Context: an optimization exercise on an open-source flow, tuned for small area, a short achievable clock period and few clock cycles per item. The choices shown serve that exercise and are no tape-out recipe.
The RTL was checked by simulation tests, not by an equivalence proof against the original design.
In every run shown here, the design's own scripts or RTL, not TritonCTS, make the clock network.
The clock input has no modelled driver; a real chip could not lean on it and would need a root buffer or a full tree.
Power and IR drop assume default switching activity.

<file path="flow/flow/pre_cts.tcl">
# Replaces TritonCTS with a two-level tree built by manual_cts.tcl: the clock
# port drives four root cells, each of which drives leaf cells near the
# centres of clusters of flip-flops. The tree's inverters are final, so the
# step that clones clock inverters next to each register is skipped too.
source $::env(FLOW_FLOW_DIR)/manual_cts.tcl
my_manual_cts $::env(FLOW_CTS_LEAVES) $::env(FLOW_CTS_ROOTS) \
  $::env(FLOW_CTS_LEAF_CELL) $::env(FLOW_CTS_ROOT_CELL)
rename repair_clock_inverters ""
proc repair_clock_inverters {args} {
  puts "clock inverters left as manual_cts.tcl placed them"
}
rename clock_tree_synthesis ""
proc clock_tree_synthesis {args} {
  puts "clock tree already built by manual_cts.tcl"
}
</file>
<file path="flow/flow/manual_cts.tcl">

proc my_cts_pins {master} {
  set in ""
  set out ""
  foreach mt [$master getMTerms] {
    if {[$mt getSigType] ne "SIGNAL"} continue
    if {[$mt getIoType] eq "INPUT"} { set in [$mt getName] }
    if {[$mt getIoType] eq "OUTPUT"} { set out [$mt getName] }
  }
  return [list $in $out]
}

# Creates a cell of master_name at (x, y) um, fed from parent_net, driving the
# given iterms (moved off their net).
proc my_cts_insert {master_name parent_net iterms name x y} {
  set block [ord::get_db_block]
  set master [[ord::get_db] findMaster $master_name]
  lassign [my_cts_pins $master] in out
  set inst [odb::dbInst_create $block $master $name]
  set net [odb::dbNet_create $block clknet_$name]
  $net setSigType CLOCK
  foreach it $iterms {
    $it disconnect
    $it connect $net
  }
  [$inst findITerm $in] connect $parent_net
  [$inst findITerm $out] connect $net
  set dbu [$block getDbUnitsPerMicron]
  set w [$master getWidth]
  set h [$master getHeight]
  $inst setLocation [expr {int($x * $dbu - $w / 2)}] [expr {int($y * $dbu - $h / 2)}]
  $inst setPlacementStatus PLACED
  $inst setSourceType TIMING
  return $inst
}

proc my_cts_center {inst} {
  set bb [$inst getBBox]
  set dbu [[ord::get_db_block] getDbUnitsPerMicron]
  return [list [expr {([$bb xMin] + [$bb xMax]) / 2.0 / $dbu}] [expr {([$bb yMin] + [$bb yMax]) / 2.0 / $dbu}]]
}

proc my_manual_cts {nclusters nroots leaf_master root_master} {
  set block [ord::get_db_block]
  set clk_net [$block findNet clk]
  $clk_net setSigType CLOCK
  set sinks {}
  set xs {}
  set ys {}
  foreach it [$clk_net getITerms] {
    if {[[$it getMTerm] getIoType] ne "INPUT"} continue
    lappend sinks $it
    lassign [my_cts_center [$it getInst]] x y
    lappend xs $x
    lappend ys $y
  }
  set n [llength $sinks]
  # seeds: points spread through the list sorted by x band, then y
  set idx {}
  for {set i 0} {$i < $n} {incr i} {
    lappend idx [list $i [expr {int([lindex $xs $i] / 20.0) * 100000.0 + [lindex $ys $i]}]]
  }
  set order {}
  foreach p [lsort -real -index 1 $idx] { lappend order [lindex $p 0] }
  set cx {}
  set cy {}
  for {set k 0} {$k < $nclusters} {incr k} {
    set i [lindex $order [expr {int(($k + 0.5) * $n / $nclusters)}]]
    lappend cx [lindex $xs $i]
    lappend cy [lindex $ys $i]
  }
  set cap [expr {int(ceil(1.15 * $n / $nclusters))}]
  for {set iter 0} {$iter < 30} {incr iter} {
    # assign with a size cap, points nearest a centre first
    set cand {}
    for {set i 0} {$i < $n} {incr i} {
      set best 1e30
      for {set k 0} {$k < $nclusters} {incr k} {
        set d [expr {abs([lindex $xs $i] - [lindex $cx $k]) + abs([lindex $ys $i] - [lindex $cy $k])}]
        if {$d < $best} { set best $d }
      }
      lappend cand [list $i $best]
    }
    set cnt [lrepeat $nclusters 0]
    set asg [lrepeat $n -1]
    foreach c [lsort -real -index 1 $cand] {
      set i [lindex $c 0]
      set bestk -1
      set best 1e30
      for {set k 0} {$k < $nclusters} {incr k} {
        if {[lindex $cnt $k] >= $cap} continue
        set d [expr {abs([lindex $xs $i] - [lindex $cx $k]) + abs([lindex $ys $i] - [lindex $cy $k])}]
        if {$d < $best} { set best $d; set bestk $k }
      }
      lset asg $i $bestk
      lset cnt $bestk [expr {[lindex $cnt $bestk] + 1}]
    }
    set sx [lrepeat $nclusters 0.0]
    set sy [lrepeat $nclusters 0.0]
    for {set i 0} {$i < $n} {incr i} {
      set k [lindex $asg $i]
      lset sx $k [expr {[lindex $sx $k] + [lindex $xs $i]}]
      lset sy $k [expr {[lindex $sy $k] + [lindex $ys $i]}]
    }
    for {set k 0} {$k < $nclusters} {incr k} {
      if {[lindex $cnt $k] > 0} {
        lset cx $k [expr {[lindex $sx $k] / [lindex $cnt $k]}]
        lset cy $k [expr {[lindex $sy $k] / [lindex $cnt $k]}]
      }
    }
  }
  # leaves, first fed from the clock net
  set leaves {}
  set rx 0.0
  set ry 0.0
  for {set k 0} {$k < $nclusters} {incr k} {
    set its {}
    for {set i 0} {$i < $n} {incr i} {
      if {[lindex $asg $i] == $k} { lappend its [lindex $sinks $i] }
    }
    if {[llength $its] == 0} continue
    set x [lindex $cx $k]
    set y [lindex $cy $k]
    set inst [my_cts_insert $leaf_master $clk_net $its clkleaf_$k $x $y]
    lappend leaves [list $inst $x $y]
    set rx [expr {$rx + $x}]
    set ry [expr {$ry + $y}]
  }
  set nl [llength $leaves]
  set rx [expr {$rx / $nl}]
  set ry [expr {$ry / $nl}]
  # roots: leaves in nroots groups of neighbours by angle around their centre
  set la {}
  foreach l $leaves {
    lappend la [concat $l [expr {atan2([lindex $l 2] - $ry, [lindex $l 1] - $rx)}]]
  }
  set la [lsort -real -index 3 $la]
  set bestgap -1
  set start 0
  for {set i 0} {$i < $nl} {incr i} {
    set gap [expr {[lindex $la [expr {($i + 1) % $nl}] 3] - [lindex $la $i 3]}]
    if {$gap < 0} { set gap [expr {$gap + 6.283185307}] }
    if {$gap > $bestgap} { set bestgap $gap; set start [expr {($i + 1) % $nl}] }
  }
  set la [concat [lrange $la $start end] [lrange $la 0 [expr {$start - 1}]]]
  for {set g 0} {$g < $nroots} {incr g} {
    set grp [lrange $la [expr {int($g * $nl / $nroots)}] [expr {int(($g + 1) * $nl / $nroots) - 1}]]
    set gx 0.0
    set gy 0.0
    set its {}
    foreach l $grp {
      set inst [lindex $l 0]
      lassign [my_cts_pins [$inst getMaster]] in out
      lappend its [$inst findITerm $in]
      set gx [expr {$gx + [lindex $l 1]}]
      set gy [expr {$gy + [lindex $l 2]}]
    }
    set gx [expr {$gx / [llength $grp]}]
    set gy [expr {$gy / [llength $grp]}]
    my_cts_insert $root_master $clk_net $its clkroot_$g $gx $gy
  }
  puts "manual CTS: $n sinks, $nl leaves ($leaf_master), $nroots roots ($root_master), cluster sizes $cnt"
}
</file>
<file path="flow/standard.sh">
#!/bin/bash
# synth_recipe.tcl (not shown) runs the flow's synth.tcl, then flattens the netlist and writes it again
# the make line also repeats each setting of config.mk as NAME=value (left out here)
make -C /OpenROAD-flow-scripts/flow DESIGN_CONFIG=/design/flow/config.mk WORK_HOME=/design/flow/orfs CLKGATE_MAP_FILE= SYNTH_SCRIPT=/design/flow/synth_recipe.tcl "${@:-finish}"
</file>
<file path="flow/design.v">
package tdes_pkg;
	localparam int HALF_W  = 64;
	localparam int BLOCK_W = 2 * HALF_W;
	localparam int LANE_W  = 16;
	typedef logic [HALF_W-1:0]  half_t;
	typedef logic [BLOCK_W-1:0] block_t;
	typedef logic [HALF_W-1:0]  key_t;
	typedef logic [LANE_W-1:0]  lane_t;
	localparam int ROUNDS_PER_STAGE = 16;
	localparam int NUM_STAGES       = 3;
	localparam int TOTAL_ROUNDS = NUM_STAGES * ROUNDS_PER_STAGE;
endpackage
package tdes_ctrl_pkg;
	typedef logic hold_t;
endpackage
`timescale 1ns/1ps
module tdes_sequencer (
	input  logic clk,
	input  logic rst,
	input  logic start,
	output logic load,
	output logic ready,
	output logic done
);
	always_ff @(posedge clk) begin
		if (rst) begin
			done <= 1'b0;
		end else if (start) begin
			done <= 1'b1;
		end
	end
	assign ready = 1'b1;
	assign load  = start;
endmodule
`timescale 1ns/1ps
module tdes_key_schedule (
	input  tdes_pkg::key_t ek,
	output tdes_pkg::key_t k_last
);
	assign k_last = ek;
endmodule
`timescale 1ns/1ps
module tdes_feistel_round (
	input  tdes_pkg::block_t ct,
	input  tdes_pkg::key_t   ek1,
	input  tdes_pkg::key_t   ek2,
	input  tdes_pkg::key_t   ek3,
	output tdes_pkg::block_t pt
);
	tdes_pkg::half_t l;
	tdes_pkg::half_t r;
	tdes_pkg::half_t lr;
	tdes_pkg::half_t k12;
	tdes_pkg::half_t k123;
	tdes_pkg::half_t t;
	assign l = ct[tdes_pkg::BLOCK_W-1 -: tdes_pkg::HALF_W];
	assign r = ct[tdes_pkg::HALF_W-1:0];
	tdes_xor2 x0 (.a(l),   .b(r),    .y(lr));
	tdes_xor2 x1 (.a(ek1), .b(ek2),  .y(k12));
	tdes_xor2 x2 (.a(k12), .b(ek3),  .y(k123));
	tdes_xor2 x3 (.a(lr),  .b(k123), .y(t));
	assign pt = {t, l};
endmodule
module tdes_xor2 (
	input  tdes_pkg::half_t a,
	input  tdes_pkg::half_t b,
	output tdes_pkg::half_t y
);
	assign y = a ^ b;
endmodule
`timescale 1ns/1ps
module tdes_result_capture (
	input  logic             clk,
	input  logic             load,
	input  tdes_pkg::block_t pt_in,
	input  tdes_pkg::key_t   k1_in,
	input  tdes_pkg::key_t   k2_in,
	input  tdes_pkg::key_t   k3_in,
	output tdes_pkg::block_t pt,
	output tdes_pkg::key_t   k1,
	output tdes_pkg::key_t   k2,
	output tdes_pkg::key_t   k3
);
	always_ff @(posedge clk) begin
		if (load) begin
			pt <= pt_in;
			k1 <= k1_in;
			k2 <= k2_in;
			k3 <= k3_in;
		end
	end
endmodule
`timescale 1ns/1ps
module tdes_dec (
	input  logic             clk,
	input  logic             rst,
	input  logic             start,
	input  tdes_pkg::key_t   ek1,
	input  tdes_pkg::key_t   ek2,
	input  tdes_pkg::key_t   ek3,
	input  tdes_pkg::block_t ct,
	output logic             ready,
	output logic             done,
	output tdes_pkg::block_t pt,
	output tdes_pkg::key_t   k1,
	output tdes_pkg::key_t   k2,
	output tdes_pkg::key_t   k3
);
	logic             load;
	tdes_pkg::block_t pt_c;
	tdes_pkg::key_t   k1_c;
	tdes_pkg::key_t   k2_c;
	tdes_pkg::key_t   k3_c;
	tdes_sequencer seq0 (
		.clk   (clk),
		.rst   (rst),
		.start (start),
		.load  (load),
		.ready (ready),
		.done  (done)
	);
	tdes_feistel_round round0 (
		.ct  (ct),
		.ek1 (ek1),
		.ek2 (ek2),
		.ek3 (ek3),
		.pt  (pt_c)
	);
	tdes_key_schedule ks1 (.ek(ek1), .k_last(k1_c));
	tdes_key_schedule ks2 (.ek(ek2), .k_last(k2_c));
	tdes_key_schedule ks3 (.ek(ek3), .k_last(k3_c));
	tdes_result_capture cap0 (
		.clk   (clk),
		.load  (load),
		.pt_in (pt_c),
		.k1_in (k1_c),
		.k2_in (k2_c),
		.k3_in (k3_c),
		.pt    (pt),
		.k1    (k1),
		.k2    (k2),
		.k3    (k3)
	);
endmodule
</file>
<file path="flow/config.mk">
export PLATFORM = sky130hd
export DESIGN_NAME = tdes_dec
export DESIGN_NICKNAME = tdes_dec
export VERILOG_FILES = /design/flow/design.v
export SDC_FILE = /design/flow/constraint.sdc
export NUM_CORES = 4
export LEC_CHECK = 0
export CAP_MARGIN = 20
export CORE_AREA = 5 5 195 195
export DIE_AREA = 0 0 200 200
export SETUP_SLACK_MARGIN = 3.2
export SLEW_MARGIN = 20
export SYNTH_HIERARCHICAL = 1
export SYNTH_MINIMUM_KEEP_SIZE = 0
</file>
<file path="flow/flow/run.sh">
#!/bin/bash
# Standard layout, except:
#  - plain buffers on the ports instead of delay cells,
#  - pins one track apart so that the die can be small, and each bit's
#    inputs and outputs side by side (flow/pre_io.tcl),
#  - a two-level clock tree of inverters (flow/manual_cts.tcl) instead of
#    TritonCTS's three levels of buffers,
#  - the buffers that ABC puts on the outputs of each kept module removed.
cp standard.sh standard_sh.txt
export BUFFER_PORTS_ARGS="-buffer_cell sky130_fd_sc_hd__buf_1"
export PLACE_PINS_ARGS="-min_distance 1 -min_distance_in_tracks"
export FLOW_FLOW_DIR=$PWD/flow
export PRE_IO_PLACEMENT_TCL=$PWD/flow/pre_io.tcl
export REMOVE_ABC_BUFFERS=1
export PRE_CTS_TCL=$PWD/flow/pre_cts.tcl
export FLOW_CTS_LEAVES=24
export FLOW_CTS_ROOTS=4
export FLOW_CTS_LEAF_CELL=sky130_fd_sc_hd__clkinv_4
export FLOW_CTS_ROOT_CELL=sky130_fd_sc_hd__clkinv_16
bash standard.sh > standard.log 2>&1
</file>
<file path="flow/flow/pre_io.tcl">
# Keep each bit's pins together: the pins of bit i of every input and output
# form one group, with each output next to the input it comes from.
for {set i 0} {$i < 64} {incr i} {
  set h [expr {$i + 64}]
  set_io_pin_constraint -group -order -pin_names [list \
    "ek1\[$i\]" "k1\[$i\]" "ek2\[$i\]" "k2\[$i\]" "ct\[$i\]" "pt\[$h\]" \
    "ct\[$h\]" "pt\[$i\]" "ek3\[$i\]" "k3\[$i\]"]
}
</file>
<file path="flow/constraint.sdc">
create_clock -name core_clock -period 5.0 [get_ports {clk}]
set_input_delay 1.0000 -clock core_clock [delete_from_list [all_inputs] [get_ports {clk}]]
set_output_delay 1.0000 -clock core_clock [all_outputs]
set_load 0.01 [all_outputs]
</file>
==> impl_metrics.env, run 1 <==
export IMPL_post_dp_cell_area_sq_mm=0.0150
export IMPL_finalHoldViolations=0
export IMPL_layout_common_cells="buf_1, edfxtp_1, xor2_1"
export IMPL_wl_microns=33300
export IMPL_rows=69
export IMPL_syn_inst=837
export IMPL_portBuffers=643
export IMPL_ioPinCount=645
export IMPL_avgSynthCellArea_sq_um=16.5
export IMPL_crit_required_ns=4.92
export IMPL_critical_path_buf_inv_count=1
export IMPL_clkLatencyLatePin_ns=0.16
export IMPL_rrSetupSlack_ns=4.42
export IMPL_critPathKind="primary input to flop"
export IMPL_p_per_area_mw_per_mm2=327
export IMPL_drv_max_cap_violation_count=0
export IMPL_final_max_slew_viol_count=0
export IMPL_post_route_min_period_ns=1.75
export IMPL_gp_congestion=0.856
export IMPL_final_common_cell="buf_1"
export IMPL_power_share_switching=0.283
export IMPL_fin_hold_ws_ns=0.477
export IMPL_cts_clk_slew_worst_paths_ns=0.09
export IMPL_ys_seq_area_frac=0.697
export IMPL_initial_utilization=0.389
export IMPL_initialDrtViolationCount=320
export IMPL_ys_types=6
export IMPL_yosysWarnings=8
export IMPL_yosysTopAreaCellShare=0.695
export IMPL_p_sw_uw=1510
export IMPL_syn_to_final_growth_pct=17.8
export IMPL_internal_power_uw=3820
export IMPL_cpLargestDelayFamily="XOR/XNOR gates"
export IMPL_wl_met2_microns=14900
export IMPL_die_area_sq_mm=0.0400
export IMPL_grt_pass1_vias=7988
export IMPL_r2r_start="seq0.done"
export IMPL_routedWlPerCell_microns=19.1
export IMPL_synth_top_cell_by_area="edfxtp_1"
export IMPL_finClkSkew_ns=0
export IMPL_irDropWorstVdd_mv=0.178
export IMPL_finalNetCount=1606
export IMPL_end_kind="flop"
export IMPL_via_count=7765
export IMPL_fillers=3226
export IMPL_hold_path_class="flop to flop"
export IMPL_die_y_microns=200
export IMPL_path_common_cell="xor2_1"
export IMPL_crit_path_start_kind="primary input"
export IMPL_yosys_register_bits=321
export IMPL_highest_layer="met4"
export IMPL_endpoint="cap0.pt[119]"
export IMPL_dp_hpwl_microns=24600
export IMPL_path_max_fanout=2
export IMPL_cp_depth=4
export IMPL_finalCritPeriodShare=0.350
export IMPL_drc=0
export IMPL_rr_endpoint="seq0.done"
export IMPL_setup_tns_final_ns=0
export IMPL_path_cells="buf_1 > xor2_1 > xor2_1 > xor2_1"
export IMPL_fmax_ghz=0.571
export IMPL_avgViaCountPerCell=4.45
export IMPL_pwr_share_comb=0.173
export IMPL_overflow=0
export IMPL_reg2reg_depth=1
export IMPL_syn_area_sq_mm=0.0138
export IMPL_antenna_found_initial=1
export IMPL_pwr_share_seq=0.630
export IMPL_cp_slowest_stage_delay_ns=0.23
export IMPL_grt_pass1_wl_microns=45900
export IMPL_rsz0062_at_grt="false"
export IMPL_grt_start_max_net_pins=32
export IMPL_finalSetupViolations=0
export IMPL_antenna_left=0
export IMPL_drive_above_1_share=0.112
export IMPL_synth_area_leaders="edfxtp_1, xor2_1, buf_4"
export IMPL_p_leak_uw=0.00576
export IMPL_drtPass1Iterations=5
export IMPL_slowest_stage="xor2_1"
export IMPL_crit_start="ek1[55]"
export IMPL_status="timing/DRC/antenna clean"
export IMPL_route_layer_met1_wl_microns=11900
export IMPL_core_sq_mm=0.0356
export IMPL_route_met3_wl_microns=5110
export IMPL_cp_arrival_ns=1.67
export IMPL_power_frac_clock=0.197
export IMPL_postCtsHoldBufs=0
export IMPL_dieWidth_microns=200
export IMPL_grt_use_total=0.146
export IMPL_finalInstanceArea_sq_mm=0.0163
[cell usage after synthesis]
library cell  number
dfxtp_1            1
xor2_1           256
buf_4            258
o21ba_1            1
edfxtp_1         320
conb_1             1
[how the worst min path moves through the flow]
stage / from / to / slack (ns) / depth (start not counted)
floorplan: seq0.done / seq0.done / 0.52 / 1
global placement: seq0.done / seq0.done / 0.46 / 1
detailed placement: seq0.done / seq0.done / 0.46 / 1
CTS: seq0.done / seq0.done / 0.46 / 1
global route: seq0.done / seq0.done / 0.50 / 1
finish: seq0.done / seq0.done / 0.48 / 1
[layout make-up]
type / count / area (sq um) / share of cell area
Antenna cell: 1 / 2.50 / 0.000154
Clock inverter: 28 / 330 / 0.0203
Multi-Input combinational cell: 258 / 2320 / 0.142
Sequential cell: 321 / 9630 / 0.591
Tap cell: 461 / 577 / 0.0354
Timing Repair Buffer: 674 / 3420 / 0.210
[state kept, by name, summed over array words and instances (netlist names)]
signal     flops
cap0.k1       64
cap0.k2       64
cap0.k3       64
cap0.pt      128
seq0.done      1
[power by group through the flow]
stage	Sequential [uW]	Clock [uW]	Combinational [uW]
2_1_floorplan	3560	0	210
3_3_place_gp	3420	0	816
3_5_place_dp	3420	0	825
4_1_cts	3420	758	915
5_1_grt	3380	1220	983
6_report	3360	1050	920
[Yosys stat by module (local to each module, per instance), excerpt]
module               flip-flops and latches  times used  cells inside
tdes_feistel_round                        0           1            64
tdes_key_schedule                         0           3            64
tdes_result_capture                     320           1           320
tdes_xor2                                 0           4            64
tdes_sequencer                            1           1             5
[timing repair]
action                     in CTS  in global routing
buffers inserted               14                  0
gates resized for setup       174                  0
setup endpoints to repair     385                  0
[through the flow]
step                setup slack (ns)  std cells  utilization  power [uW]
floorplan                       3.29        579            -        3770
global placement                2.36       1691        0.421        4230
detailed placement              2.32       1691        0.421        4250
CTS                             3.09       1742        0.458        5100
global route                    3.20       1743        0.458        5590
finish                          3.25       1743        0.458        5330
[kinds of logic after synthesis]
kind of cell / after synthesis / synth area share
flops: 321 / 0.697
xor+xnor: 256 / 0.162
compound gates: 1 / 0.000724
buf+inv: 258 / 0.140
other cells: 1 / 0.000271
[layer usage]
layer,global-route usage,vias to the layer above
met5,0,-
met1,0.171,3663
li1,-,3490
met4,0.0531,0
met2,0.233,531
met3,0.0732,81
Testbench counts, summed over its fixed seeds: cycles 192, items 192.
==> run 2, diff against run 1 <==
--- a/flow/flow/run.sh
+++ b/flow/flow/run.sh
@@ -13,7 +13,7 @@
 export PRE_IO_PLACEMENT_TCL=$PWD/flow/pre_io.tcl
 export REMOVE_ABC_BUFFERS=1
 export PRE_CTS_TCL=$PWD/flow/pre_cts.tcl
-export FLOW_CTS_LEAVES=24
+export FLOW_CTS_LEAVES=32
 export FLOW_CTS_ROOTS=4
 export FLOW_CTS_LEAF_CELL=sky130_fd_sc_hd__clkinv_4
 export FLOW_CTS_ROOT_CELL=sky130_fd_sc_hd__clkinv_16
--- a/flow/config.mk
+++ b/flow/config.mk
@@ -8,7 +8,7 @@
 export CAP_MARGIN = 20
 export CORE_AREA = 5 5 195 195
 export DIE_AREA = 0 0 200 200
-export SETUP_SLACK_MARGIN = 3.2
+export SETUP_SLACK_MARGIN = 3.1
 export SLEW_MARGIN = 20
 export SYNTH_HIERARCHICAL = 1
 export SYNTH_MINIMUM_KEEP_SIZE = 0
==> impl_metrics.env, run 2 <==
export IMPL_hold_path_class="flop to flop"
export IMPL_endpoint="cap0.pt[126]"
export IMPL_synth_top_family_by_area="XOR/XNOR gates"
export IMPL_drc=0
export IMPL_overflow=0
export IMPL_finalCritPeriodShare=0.351
export IMPL_dieWidth_microns=200
export IMPL_synth_simple_gate_area_frac=0
export IMPL_rrSetupSlack_ns=4.42
export IMPL_cts_clk_slew_worst_paths_ns=0.07
export IMPL_final_max_slew_viol_count=0
export IMPL_status="timing/DRC/antenna clean"
export IMPL_rr_endpoint="seq0.done"
export IMPL_layout_setup_ws_ns=3.24
export IMPL_dp_slack_ns=2.32
export IMPL_critPathKind="primary input to flop"
export IMPL_syn_inst=837
export IMPL_crit_required_ns=4.91
export IMPL_largest_reg_flops=128
export IMPL_wl_microns=32100
export IMPL_portBuffers=643
export IMPL_irDropWorstVdd_mv=0.261
export IMPL_largest_register="cap0.pt"
export IMPL_slowest_stage="xor2_1"
export IMPL_synth_common_cells="edfxtp_1, buf_4, xor2_1"
export IMPL_core_sq_mm=0.0356
export IMPL_yosys_register_bits=321
export IMPL_synth_top_cell_by_area="edfxtp_1"
export IMPL_stdcell_count=1734
export IMPL_synth_edf_count=320
export IMPL_dp_hpwl_microns=24600
export IMPL_p_leak_uw=0.00532
export IMPL_setup_tns_final_ns=0
export IMPL_gp_congestion=0.856
export IMPL_total_power_uw=5340
export IMPL_reg2reg_depth=1
export IMPL_yosysTopAreaCellShare=0.695
export IMPL_synth_compound_area_frac=0.000724
export IMPL_final_common_cell="buf_1"
export IMPL_antenna_found_initial=1
export IMPL_grt_use_total=0.139
export IMPL_synthAdderAreaFrac=0
export IMPL_crit_start="ek2[62]"
export IMPL_ys_seq_area_frac=0.697
export IMPL_rsz0062_at_grt="false"
export IMPL_routedWlPerCell_microns=18.5
export IMPL_initial_utilization=0.389
export IMPL_drive_above_1_share=0.0417
export IMPL_initialDrtViolationCount=315
export IMPL_via_count=7708
export IMPL_grt_pass1_wl_microns=44000
export IMPL_r2r_start="seq0.done"
export IMPL_die_area_sq_mm=0.0400
export IMPL_path_max_fanout=2
export IMPL_ioPinCount=645
export IMPL_muxShareOfSynthArea=0
export IMPL_cp_arrival_ns=1.67
export IMPL_path_cells="buf_1 > xor2_1 > xor2_1 > xor2_1"
export IMPL_grt_pass1_vias=7830
export IMPL_fmax_ghz=0.570
export IMPL_grt_start_max_net_pins=45
export IMPL_finalNetCount=1597
export IMPL_place_inst=1691
export IMPL_ys_types=6
export IMPL_end_kind="flop"
export IMPL_synthMostInstantiatedCell="edfxtp_1"
export IMPL_synthXorXnorAreaFrac=0.162
export IMPL_path_common_cell="xor2_1"
export IMPL_synth_async_reset_ratio=0
export IMPL_syn_to_final_growth_pct=12.3
export IMPL_syn_area_sq_mm=0.0138
export IMPL_fillers=3295
export IMPL_avgSynthCellArea_sq_um=16.5
export IMPL_synth_flop_cell="edfxtp_1"
export IMPL_die_y_microns=200
export IMPL_finClkSkew_ns=0
export IMPL_cp_slowest_stage_delay_ns=0.23
export IMPL_finalSetupViolations=0
export IMPL_drtPass1Iterations=4
export IMPL_synth_area_leaders="edfxtp_1, xor2_1, buf_4"
export IMPL_avgViaCountPerCell=4.45
export IMPL_drv_max_cap_violation_count=0
export IMPL_finalHoldViolations=0
export IMPL_layout_common_cells="buf_1, edfxtp_1, xor2_1"
export IMPL_p_per_area_mw_per_mm2=344
export IMPL_yosysWarnings=8
export IMPL_antenna_left=0
export IMPL_crit_path_start_kind="primary input"
export IMPL_rows=69
export IMPL_post_route_min_period_ns=1.76
export IMPL_clkLatencyLatePin_ns=0.17
-- run 2: cell counts after synthesis --
No cell type changed its count.
-- run 2: kinds of logic after synthesis --
family	after synthesis
DFF	321
buffers and inverters	258
xor gates and xnor gates	256
AOI/OAI and AO/OA	1
other	1
-- run 2: modules after synthesis (local to each module, per instance), a selection --
| module | area, sq um | flip-flops and latches |
|---|---|---|
| tdes_result_capture | 9610 | 320 |
| tdes_xor2 | 561 | 0 |
| tdes_feistel_round | 480 | 0 |
| tdes_key_schedule | 480 | 0 |
| tdes_sequencer | 48.8 | 1 |
-- run 2: critical path: cells and delay by family --
family / cells / cell delay [ns]
buffers and inverters: 1 / 0.13
XOR/XNOR: 3 / 0.55
-- run 2: power by group --
| part | internal, uW | switching (uW) | leakage [uW] |
|---|---|---|---|
| clock | 213 | 926 | 0.000177 |
| combinational | 294 | 553 | 0.00200 |
| sequential | 3280 | 76.0 | 0.00314 |
-- run 2: what timing repair did --
item | 4_1_cts | 5_1_grt
endpoints found under the setup margin | 327 | 0
resized for setup | 9 | 0
setup buffers | 1 | 0
hold buffers | 0 | 0
-- run 2: metrics by stage --
step                 util  hold slack (ns)  instance area, sq um
floorplan               -            0.516                 11900
global placement    0.421            0.458                 15000
detailed placement  0.421            0.461                 15000
CTS                 0.437            0.459                 15500
global route        0.437            0.495                 15500
finish              0.437            0.474                 15500
-- run 2: worst min-delay path by stage --
stage          cells after the start      start         to  slack (ns)
6_report                           1  seq0.done  seq0.done        0.47
5_1_grt                            1  seq0.done  seq0.done        0.50
4_1_cts                            1  seq0.done  seq0.done        0.46
3_5_place_dp                       1  seq0.done  seq0.done        0.46
3_3_place_gp                       1  seq0.done  seq0.done        0.46
2_1_floorplan                      1  seq0.done  seq0.done        0.52
-- run 2: final cells by class --
class,instances,area [sq um],share of cell area
sequential,321,9630,0.620
timing repair buffer,657,2660,0.172
multi-input combinational,258,2260,0.145
tap,461,577,0.0371
clock inverter,36,400,0.0258
antenna,1,2.50,0.000161
-- run 2: layer usage --
metal	wire length (microns)	global-route usage	vias to the layer above
met5	0	0	-
met4	1280	0.0513	0
met3	5170	0.0733	82
met2	14000	0.216	535
met1	11600	0.165	3620
li1	-	-	3471
==> run 3, diff against run 2 <==
--- a/flow/flow/run.sh
+++ b/flow/flow/run.sh
@@ -13,7 +13,7 @@
 export PRE_IO_PLACEMENT_TCL=$PWD/flow/pre_io.tcl
 export REMOVE_ABC_BUFFERS=1
 export PRE_CTS_TCL=$PWD/flow/pre_cts.tcl
-export FLOW_CTS_LEAVES=32
+export FLOW_CTS_LEAVES=24
 export FLOW_CTS_ROOTS=4
 export FLOW_CTS_LEAF_CELL=sky130_fd_sc_hd__clkinv_4
 export FLOW_CTS_ROOT_CELL=sky130_fd_sc_hd__clkinv_16
==> impl_metrics.env, run 3 <==
export IMPL_setup_tns_final_ns=0
export IMPL_highest_layer="met4"
export IMPL_end_kind="primary output"
export IMPL_finClkSkew_ns=0
export IMPL_rows=69
export IMPL_drtPass1Iterations=5
export IMPL_grt_pass1_vias=7745
export IMPL_irDropWorstVdd_mv=0.171
export IMPL_layout_common_cells="buf_1, edfxtp_1, xor2_1"
export IMPL_postCtsHoldBufs=0
export IMPL_critPathKind="flop to primary output"
export IMPL_core_sq_mm=0.0356
export IMPL_final_max_slew_viol_count=0
export IMPL_grt_pass1_wl_microns=44000
export IMPL_critical_path_buf_inv_count=1
export IMPL_multiInputGateArea_sq_mm=0.00226
export IMPL_synth_edf_count=320
export IMPL_wl_microns=31900
export IMPL_register_area_sq_mm=0.00963
export IMPL_cp_slowest_stage_delay_ns=0.34
export IMPL_via_count=7576
export IMPL_finalHoldViolations=0
export IMPL_post_dp_cell_area_sq_mm=0.0150
export IMPL_finalNetCount=1589
export IMPL_finalInstanceArea_sq_mm=0.0155
export IMPL_post_route_min_period_ns=1.74
export IMPL_antenna_left=0
export IMPL_p_per_area_mw_per_mm2=339
export IMPL_initialDrtViolationCount=292
export IMPL_ioPinCount=645
export IMPL_ys_types=6
export IMPL_die_y_microns=200
export IMPL_drv_max_cap_violation_count=0
export IMPL_finalCritPeriodShare=0.349
export IMPL_cpLargestDelayFamily="flip-flops"
export IMPL_avgSynthCellArea_sq_um=16.5
export IMPL_avgViaCountPerCell=4.39
export IMPL_grt_start_max_net_pins=45
export IMPL_wl_met2_microns=13900
export IMPL_path_cells="buf_1"
export IMPL_synthMostInstantiatedCell="edfxtp_1"
export IMPL_status="timing/DRC/antenna clean"
export IMPL_path_max_fanout=1
export IMPL_synth_flop_cell="edfxtp_1"
export IMPL_syn_inst=837
export IMPL_crit_path_start_kind="flop"
export IMPL_route_layer_met1_wl_microns=11400
export IMPL_synth_common_cells="edfxtp_1, buf_4, xor2_1"
export IMPL_yosys_register_bits=321
export IMPL_cts_clk_slew_worst_paths_ns=0.09
export IMPL_antenna_found_initial=1
export IMPL_hold_path_class="flop to flop"
export IMPL_final_common_cell="buf_1"
export IMPL_clkLatencyLatePin_ns=0.16
export IMPL_syn_area_sq_mm=0.0138
export IMPL_fillers=3292
export IMPL_syn_to_final_growth_pct=11.9
export IMPL_rsz0062_at_grt="false"
export IMPL_dp_hpwl_microns=24600
export IMPL_drive_above_1_share=0.0356
export IMPL_p_leak_uw=0.00529
export IMPL_overflow=0
export IMPL_dieWidth_microns=200
export IMPL_drc=0
export IMPL_largest_reg_flops=128
export IMPL_slowest_stage="edfxtp_1"
export IMPL_yosysTopAreaCellShare=0.695
export IMPL_gp_congestion=0.856
export IMPL_initial_utilization=0.389
export IMPL_synth_area_leaders="edfxtp_1, xor2_1, buf_4"
export IMPL_largest_register="cap0.pt"
export IMPL_fmax_ghz=0.574
export IMPL_synth_async_reset_ratio=0
export IMPL_crit_required_ns=4.00
export IMPL_yosysWarnings=8
export IMPL_synth_top_cell_by_area="edfxtp_1"
export IMPL_portBuffers=643
export IMPL_routedWlPerCell_microns=18.5
export IMPL_die_area_sq_mm=0.0400
export IMPL_ys_seq_area_frac=0.697
export IMPL_grt_use_total=0.139
export IMPL_route_met3_wl_microns=5210
export IMPL_cp_arrival_ns=0.74
export IMPL_finalSetupViolations=0
==> run 3: cell types whose count changed in the layout (fill, tap and decap cells not counted) <==
cell      previous run  this run
diode_2              1         2
clkinv_4            32        24
==> run 3: worst paths after layout <==
path | slack, ns | start | cells after the start | to
worst max-delay path | 3.26 | cap0.k1[38] | 1 | k1[38]
worst min-delay path | 0.48 | seq0.done | 1 | seq0.done
worst max register to register | 4.42 | seq0.done | 1 | seq0.done
worst min register to register | 0.48 | seq0.done | 1 | seq0.done
==> run 3: stage by stage <==
stage	hold slack [ns]	utilization	total power, uW	cells	worst slack (ns)
floorplan	0.516	-	3770	579	3.29
global placement	0.458	0.421	4230	1691	2.36
detailed placement	0.461	0.421	4250	1691	2.32
CTS	0.459	0.435	5030	1725	3.09
global route	0.500	0.435	5510	1726	3.20
finish	0.477	0.435	5250	1727	3.26
==> run 3: cell type report <==
class                           instances  area share
Multi-Input combinational cell        258       0.146
Tap cell                              461      0.0373
Antenna cell                            2    0.000324
Sequential cell                       321       0.623
Timing Repair Buffer                  657       0.172
Clock inverter                         28      0.0214
==> run 3: per-module statistics from Yosys (local to each module, per instance), a selection <==
| module | times used | area (sq um) | flops+latches | cells inside |
|---|---|---|---|---|
| tdes_xor2 | 4 | 561 | 0 | 64 |
| tdes_result_capture | 1 | 9610 | 320 | 320 |
| tdes_feistel_round | 1 | 480 | 0 | 64 |
| tdes_sequencer | 1 | 48.8 | 1 | 5 |
| tdes_key_schedule | 3 | 480 | 0 | 64 |
==> run 3: repair_timing <==
item	in CTS	in global routing
endpoints found under the setup margin	326	0
setup buffers	1	0
gates resized for setup	9	0
==> run 3: routing by layer <==
metal / vias up / GRT usage
met5: - / 0
met4: 0 / 0.0526
met3: 78 / 0.0718
met2: 501 / 0.215
met1: 3535 / 0.167
li1: 3462 / -
==> run 3: where the power goes <==
part           internal (uW)  switching (uW)  leakage, uW  total (uW)
Sequential              3280            76.0      0.00314        3360
Combinational            294             552      0.00200         846
Clock                    183             859     0.000144        1040
==> run 3: logic make-up after synthesis <==
logic type	after synthesis	share of synthesized area
XOR/XNOR	256	0.162
AO/OA/AOI/OAI	1	0.000724
buffers and inverters	258	0.140
flip-flops	321	0.697
other	1	0.000271
==> run 4, diff against run 3 <==
--- a/flow/flow/run.sh
+++ b/flow/flow/run.sh
@@ -13,8 +13,8 @@
 export PRE_IO_PLACEMENT_TCL=$PWD/flow/pre_io.tcl
 export REMOVE_ABC_BUFFERS=1
 export PRE_CTS_TCL=$PWD/flow/pre_cts.tcl
-export FLOW_CTS_LEAVES=24
+export FLOW_CTS_LEAVES=16
 export FLOW_CTS_ROOTS=4
-export FLOW_CTS_LEAF_CELL=sky130_fd_sc_hd__clkinv_4
-export FLOW_CTS_ROOT_CELL=sky130_fd_sc_hd__clkinv_16
+export FLOW_CTS_LEAF_CELL=sky130_fd_sc_hd__clkinv_8
+export FLOW_CTS_ROOT_CELL=sky130_fd_sc_hd__clkinv_8
 bash standard.sh > standard.log 2>&1
==> impl_metrics.env, run 4 <==
export IMPL_drive_above_1_share=0.0295
export IMPL_post_route_min_period_ns=1.78
export IMPL_critPathKind="flop to primary output"
export IMPL_fin_hold_ws_ns=0.475
export IMPL_grt_pass1_wl_microns=43800
export IMPL_internal_power_uw=3740
export IMPL_syn_to_final_growth_pct=11.8
export IMPL_synth_async_reset_ratio=0
export IMPL_drc=0
export IMPL_cp_arrival_ns=0.78
export IMPL_critical_path_buf_inv_count=1
export IMPL_avgViaCountPerCell=4.39
export IMPL_gp_congestion=0.856
export IMPL_wl_microns=31800
export IMPL_synth_edf_count=320
export IMPL_rows=69
export IMPL_fmax_ghz=0.561
export IMPL_via_count=7549
export IMPL_ys_types=6
export IMPL_die_y_microns=200
export IMPL_portBuffers=643
export IMPL_stdcell_count=1720
export IMPL_pwr_share_comb=0.160
export IMPL_rsz0062_at_grt="false"
export IMPL_routedWlPerCell_microns=18.5
export IMPL_antenna_left=0
export IMPL_p_per_area_mw_per_mm2=341
export IMPL_drtPass1Iterations=5
export IMPL_final_common_cell="buf_1"
export IMPL_power_frac_clock=0.203
export IMPL_synth_common_cells="edfxtp_1, buf_4, xor2_1"
export IMPL_core_sq_mm=0.0356
export IMPL_rrSetupSlack_ns=4.42
export IMPL_finalSetupViolations=0
export IMPL_grt_start_max_net_pins=45
export IMPL_cpLargestDelayFamily="flip-flops"
export IMPL_yosysTopAreaCellShare=0.695
export IMPL_syn_area_sq_mm=0.0138
export IMPL_yosysWarnings=8
export IMPL_pwr_share_seq=0.637
export IMPL_clkLatencyLatePin_ns=0.19
export IMPL_final_max_slew_viol_count=0
export IMPL_p_sw_uw=1530
export IMPL_largest_reg_flops=128
export IMPL_synth_flop_cell="edfxtp_1"
export IMPL_crit_path_start_kind="flop"
export IMPL_path_max_fanout=1
export IMPL_place_inst=1691
export IMPL_avgSynthCellArea_sq_um=16.5
export IMPL_hold_path_class="flop to flop"
export IMPL_finalCritPeriodShare=0.356
export IMPL_initialDrtViolationCount=339
export IMPL_die_area_sq_mm=0.0400
export IMPL_power_share_switching=0.291
export IMPL_cts_clk_slew_worst_paths_ns=0.09
export IMPL_setup_tns_final_ns=0
export IMPL_synthMostInstantiatedCell="edfxtp_1"
export IMPL_largest_register="cap0.pt"
export IMPL_cp_slowest_stage_delay_ns=0.34
export IMPL_crit_required_ns=4.00
export IMPL_slowest_stage="edfxtp_1"
export IMPL_initial_utilization=0.389
export IMPL_overflow=0
export IMPL_grt_pass1_vias=7675
export IMPL_finalHoldViolations=0
export IMPL_finClkSkew_ns=0
export IMPL_status="timing/DRC/antenna clean"
export IMPL_syn_inst=837
export IMPL_layout_common_cells="buf_1, edfxtp_1, xor2_1"
export IMPL_irDropWorstVdd_mv=0.222
export IMPL_synth_top_cell_by_area="edfxtp_1"
export IMPL_p_leak_uw=0.00528
export IMPL_yosys_register_bits=321
export IMPL_ioPinCount=645
export IMPL_path_cells="buf_1"
export IMPL_dieWidth_microns=200
export IMPL_grt_use_total=0.138
export IMPL_drv_max_cap_violation_count=0
export IMPL_end_kind="primary output"
export IMPL_dp_hpwl_microns=24600
export IMPL_finalNetCount=1581
export IMPL_antenna_found_initial=1
export IMPL_ys_seq_area_frac=0.697
export IMPL_synth_area_leaders="edfxtp_1, xor2_1, buf_4"
-- run 4: cell count changes in the layout (fill, tap and decap cells not counted), sizes merged --
cell and delta:
diode +1, clkinv -8
-- run 4: logic make-up (layout without fill, tap and decap cells) --
group	Yosys count	after routing	synth area share
compound gates	1	1	0.000724
flops	321	321	0.697
buf+inv	258	677	0.140
other cells	1	4	0.000271
xor+xnor	256	256	0.162
-- run 4: cell type report --
| cell class | instances | area, sq um |
|---|---|---|
| antenna | 3 | 7.51 |
| sequential | 321 | 9630 |
| multi-input combinational | 258 | 2260 |
| timing repair buffer | 657 | 2660 |
| clock inverter | 20 | 325 |
| tap | 461 | 577 |
| fill | 3286 | 20100 |
-- run 4: repair_timing --
action,CTS,global route
hold buffers,0,0
gates resized for setup,9,0
endpoints found under the setup margin,326,0
setup buffers,1,0
-- run 4: Yosys stat by module, one instance, submodules excluded, excerpt --
module,cells,flops+latches,copies in the design
tdes_feistel_round,64,0,1
tdes_sequencer,5,1,1
tdes_xor2,64,0,4
tdes_key_schedule,64,0,3
tdes_result_capture,320,320,1
-- run 4: worst paths after layout --
path,startpoint,end,depth (start not counted)
setup / recovery,cap0.k1[38],k1[38],1
hold / removal,seq0.done,seq0.done,1
setup reg to reg,seq0.done,seq0.done,1
hold reg to reg,seq0.done,seq0.done,1
-- run 4: routing by layer --
metal,vias to the layer above,GRT usage,share of wire
met5,-,0,0
met4,0,0.0521,0.041
met3,68,0.0703,0.16
met2,509,0.214,0.44
met1,3533,0.167,0.36
li1,3439,-,-
-- run 4: power groups by stage --
stage / clock [uW] / sequential (uW) / combinational [uW]
floorplan: 0 / 3560 / 210
global placement: 0 / 3420 / 816
detailed placement: 0 / 3420 / 825
CTS: 812 / 3420 / 845
global route: 1240 / 3380 / 908
finish: 1070 / 3360 / 845
-- run 4: stage by stage --
step           power (uW)  instance area (sq um)  utilization  worst slack, ns
6_report             5270                  15500        0.435             3.22
5_1_grt              5530                  15500        0.434             3.16
4_1_cts              5080                  15500        0.434             3.09
3_5_place_dp         4250                  15000        0.421             2.32
3_3_place_gp         4230                  15000        0.421             2.36
2_1_floorplan        3770                  11900            -             3.29

[port drivers added, routing unchanged]
How much do the figures lean on ideal ports? The routed layouts below were timed once more, with nothing changed but the port constraints. Step 1 sets driving cells, clkbuf_16 on the clock port and buf_2 on the other inputs (assumed; they add their load-dependent delay and slew). Step 2 times the ports against the registers' clock, not the clock port: input delays grow and output delays shrink by t, the midpoint of the rising clock arrivals with the driver on. a / b / c = ideal / step 1 / step 2; a / b = the first two.
| run | t, ns | setup WS [ns] | latest minus earliest clock arrival (ns) | worst slew at a driven data input, ns | cell pins on the clock port's net |
|---|---|---|---|---|---|
| run 1 | 0.385 | 3.249 / 3.021 / 3.017 | 0.038 / 0.039 | 0.18 | 4 |
| run 2 | 0.396 | 3.245 / 3.026 / 2.956 | 0.035 / 0.037 | 0.15 | 4 |
| run 3 | 0.386 | 3.257 / 3.030 / 2.981 | 0.036 / 0.036 | 0.15 | 4 |
| run 4 | 0.360 | 3.218 / 3.058 / 2.967 | 0.026 / 0.026 | 0.14 | 4 |
After both steps setup and hold are still met in every run listed. The setup slack of run 2, which loses most, moves by -0.219 ns with the drivers and by -0.289 ns with both steps.
